From an optimization exercise on the open Yosys and OpenROAD flow, aimed at small area, a short achievable clock period and few clock cycles per item; shortcuts taken in it are not production practice.
The RTL was checked by simulation tests, not by an equivalence proof against the original design.

==> inputs of 08-05 <==
Design mul_acc_nn, start of the top module:
module mul_acc_nn
#(
  parameter int WIDTH = 64,
  parameter int DIGIT = 4
) (
  input  logic               clk,
  input  logic               rst,
  input  logic               start,
  input  logic [WIDTH-1:0]   ina,
  input  logic [WIDTH-1:0]   inb,
  input  logic               acc_en,
  input  logic [2*WIDTH-1:0] acc_in,
  output logic [2*WIDTH-1:0] result,
  output logic               carry,
  output logic               busy,
  output logic               done,
  output logic               ready_n
);
  localparam int K  = 16;
  localparam int NS = 4;
  localparam int RK = 16;
  localparam int ND = 8;
  localparam int SW = 68;
  localparam int XW = 84;
  localparam int CW = 3;
  logic          accept;
  logic          resolve;
  logic [CW-1:0] cnt;
  logic [63:0]   a_q;       
  logic [63:0]   l_q;       
  logic [63:0]   r_q;       
  logic [SW-1:0] s_q;       
  logic [SW-1:0] c_q;       
  logic [K-1:0]  ls_q;      
  logic [K-1:0]  lc_q;      
  logic          ci_q;      
  logic [ND-1:0] bneg_q, bone_q, btwo_q;   
  logic          b63_q;     
  logic [ND-1:0] nneg, none, ntwo;
  logic [K:0]    eb;
  logic [K-1:0]  kr_q, ka_q;   
  logic [K:0]    ebmask;    
  logic [64+2*K+1:0] rx, ax;
  logic [XW-1:0] xs, ys;
  logic [65:0] brow0;
  logic [65:0] brow1;
  logic [65:0] brow2;
  logic [65:0] brow3;
  logic [65:0] brow4;
  logic [65:0] brow5;
  logic [65:0] brow6;
  logic [65:0] brow7;
  logic h0_s, h0_c;
  logic h1_s, h1_c;
  logic f2_s, f2_c;
  logic h3_s, h3_c;
  logic f4_s, f4_c;
  logic h5_s, h5_c;
  logic f6_s, f6_c;
  logic h7_s, h7_c;
  logic f8_s, f8_c;
  logic h9_s, h9_c;
  logic f10_s, f10_c;
  logic h11_s, h11_c;
  logic f12_s, f12_c;
  ...
==> flow/config.mk <==
export PLATFORM = sky130hd
export DESIGN_NAME = mul_acc_nn
export DESIGN_NICKNAME = mul_acc_nn
export VERILOG_FILES = /design/flow/design.v
export SDC_FILE = /design/flow/constraint.sdc
export NUM_CORES = 4
export LEC_CHECK = 0
export ABC_CLOCK_PERIOD_IN_PS = 3500
export CAP_MARGIN = 20
export CORE_MARGIN = 2
export CORE_UTILIZATION = 40
export PLACE_DENSITY = 0.6
export SLEW_MARGIN = 20
export SYNTH_HIERARCHICAL = 1
export SYNTH_MINIMUM_KEEP_SIZE = 0
==> flow/constraint.sdc <==
create_clock -name core_clock -period 11.0 [get_ports {clk}]
set_input_delay 2.2000 -clock core_clock [delete_from_list [all_inputs] [get_ports {clk}]]
set_output_delay 2.2000 -clock core_clock [all_outputs]
set_load 0.01 [all_outputs]
standard.sh (not shown) runs the stock make flow with config.mk's settings and CLKGATE_MAP_FILE= SYNTH_SCRIPT=/design/flow/synth_recipe.tcl, a recipe that flattens the netlist after the stock synthesis.
==> flow/flow/run.sh <==
#!/bin/bash
# The standard layout (standard.sh), with three changes to how it is made:
#  - after synthesis, flow/downsize.tcl swaps the Booth select AOI cells to single drive;
#  - timing repair aims at a setup slack of SETUP_SLACK_MARGIN ns against the 11 ns clock,
#    so the resizer works toward a shorter period than the clock's;
#  - the ports are buffered by sky130_fd_sc_hd__buf_1 instead of the default delay buffer.
# The clock, the SDC and every other setting are the standard ones.  The make output goes
# to flow.log here; each ORFS step writes its own log under orfs/logs/.
set -euo pipefail
bash standard.sh SETUP_SLACK_MARGIN=6.9 \
  POST_SYNTH_TCL="$PWD/flow/downsize.tcl" \
  BUFFER_PORTS_ARGS="-buffer_cell sky130_fd_sc_hd__buf_1" finish > flow.log 2>&1
==> flow/flow/downsize.tcl <==
# Run after synthesis (POST_SYNTH_TCL): ABC maps the Booth select cell with a double-drive
# AOI; use the single-drive one.  Timing repair upsizes any instance that needs more.
set db [ord::get_db]
set from [$db findMaster sky130_fd_sc_hd__a22oi_2]
set to [$db findMaster sky130_fd_sc_hd__a22oi_1]
set n 0
foreach inst [[ord::get_db_block] getInsts] {
  if {[$inst getMaster] == $from} {
    $inst swapMaster $to
    incr n
  }
}
puts "downsize.tcl: $n a22oi_2 cells now a22oi_1"
==> 12-01: changes against 08-05 <==
--- a/flow/flow/run.sh
+++ b/flow/flow/run.sh
@@ -9,3 +9,3 @@
 set -euo pipefail
-bash standard.sh SETUP_SLACK_MARGIN=6.9 \
+bash standard.sh SETUP_SLACK_MARGIN=7.2 \
   POST_SYNTH_TCL="$PWD/flow/downsize.tcl" \
CORE_UTILIZATION = 50   (was 40)
PLACE_DENSITY = 0.65   (was 0.6)
==> 04-11: changes against 08-05 <==
--- a/flow/flow/run.sh
+++ b/flow/flow/run.sh
@@ -9,3 +9,3 @@
 set -euo pipefail
-bash standard.sh SETUP_SLACK_MARGIN=6.9 \
+bash standard.sh SETUP_SLACK_MARGIN=7.5 \
   POST_SYNTH_TCL="$PWD/flow/downsize.tcl" \
==> run summary <==
Setup repair after global routing missed its margin: 04-11 yes; 12-01 yes; 08-05 no
Total half-perimeter wirelength after legalization and detailed placement: 04-11 125 mm; 12-01 120 mm; 08-05 124 mm
Worst Setup SP: 04-11 bone_q[0]; 12-01 s_q[16]; 08-05 c_q[15]
Share of cell area taken by multi-input logic gates: 04-11 60.2%; 12-01 61.7%; 08-05 63.4%
Status: 04-11 complete, no violations; 12-01 complete, no violations; 08-05 complete, no violations
Area growth, synth to finish: 04-11 26.5%; 12-01 18.3%; 08-05 14.4%
Full die area: 04-11 102000 µm²; 12-01 82100 µm²; 08-05 102000 µm²
Final weighted congestion of routability-driven global placement: 04-11 1.02; 12-01 1.05; 08-05 1.01
Startpoint of the worst-slack reg-to-reg timing path: 04-11 bone_q[0]; 12-01 s_q[16]; 08-05 c_q[15]
Post-Layout Inst Area: 04-11 50500 µm²; 12-01 47200 µm²; 08-05 45700 µm²
Buffers and inverters on the worst path: 04-11 2; 12-01 0; 08-05 0
Highest attainable clock frequency: 04-11 272 MHz; 12-01 263 MHz; 08-05 246 MHz
Effective utilization at floorplan: 04-11 40.5%; 12-01 50.5%; 08-05 40.5%
Setup slack of the worst register-to-register path: 04-11 7.32 ns; 12-01 7.20 ns; 08-05 6.94 ns
Starting DRC count in detailed routing: 04-11 4251; 12-01 4356; 08-05 4664
Worst hold margin: 04-11 0.555 ns; 12-01 0.466 ns; 08-05 0.468 ns
# rows: 04-11 115; 12-01 103; 08-05 115
Testbench counts of 08-05, summed over its fixed seeds: cycles 14,400, ops 2,400.
Testbench counts of 12-01, summed over its fixed seeds: cycles 14,400, ops 2,400.
Testbench counts of 04-11, summed over its fixed seeds: cycles 14,400, ops 2,400.

[re-timing with driven ports]
How much do the figures lean on ideal ports? The routed layouts below were timed once more, with nothing changed but the port constraints. Step 1 assumes that a clkbuf_16 drives the clock port and a buf_2 every other input. Step 2 also shifts input and output timing later by t, the mid clock arrival at the registers, as if the neighbouring blocks saw the same clock. a / b / c = no drivers / after step 1 / after step 2; a / b = the first two.
run | t, ns | slack for setup (ns) | worst setup path at the end | clock arrival spread, ns
08-05 | 0.748 | 6.942 / 6.942 / 6.485 | input to register | 0.035 / 0.035
12-01 | 0.711 | 7.200 / 7.151 / 6.791 | input to register | 0.034 / 0.034
04-11 | 0.718 | 7.318 / 7.289 / 6.778 | input to register | 0.044 / 0.045
After both steps setup and hold are still met in every run listed. For 04-11, which loses most, drivers alone change the setup slack by -0.029 ns; drivers and shift together by -0.540 ns.
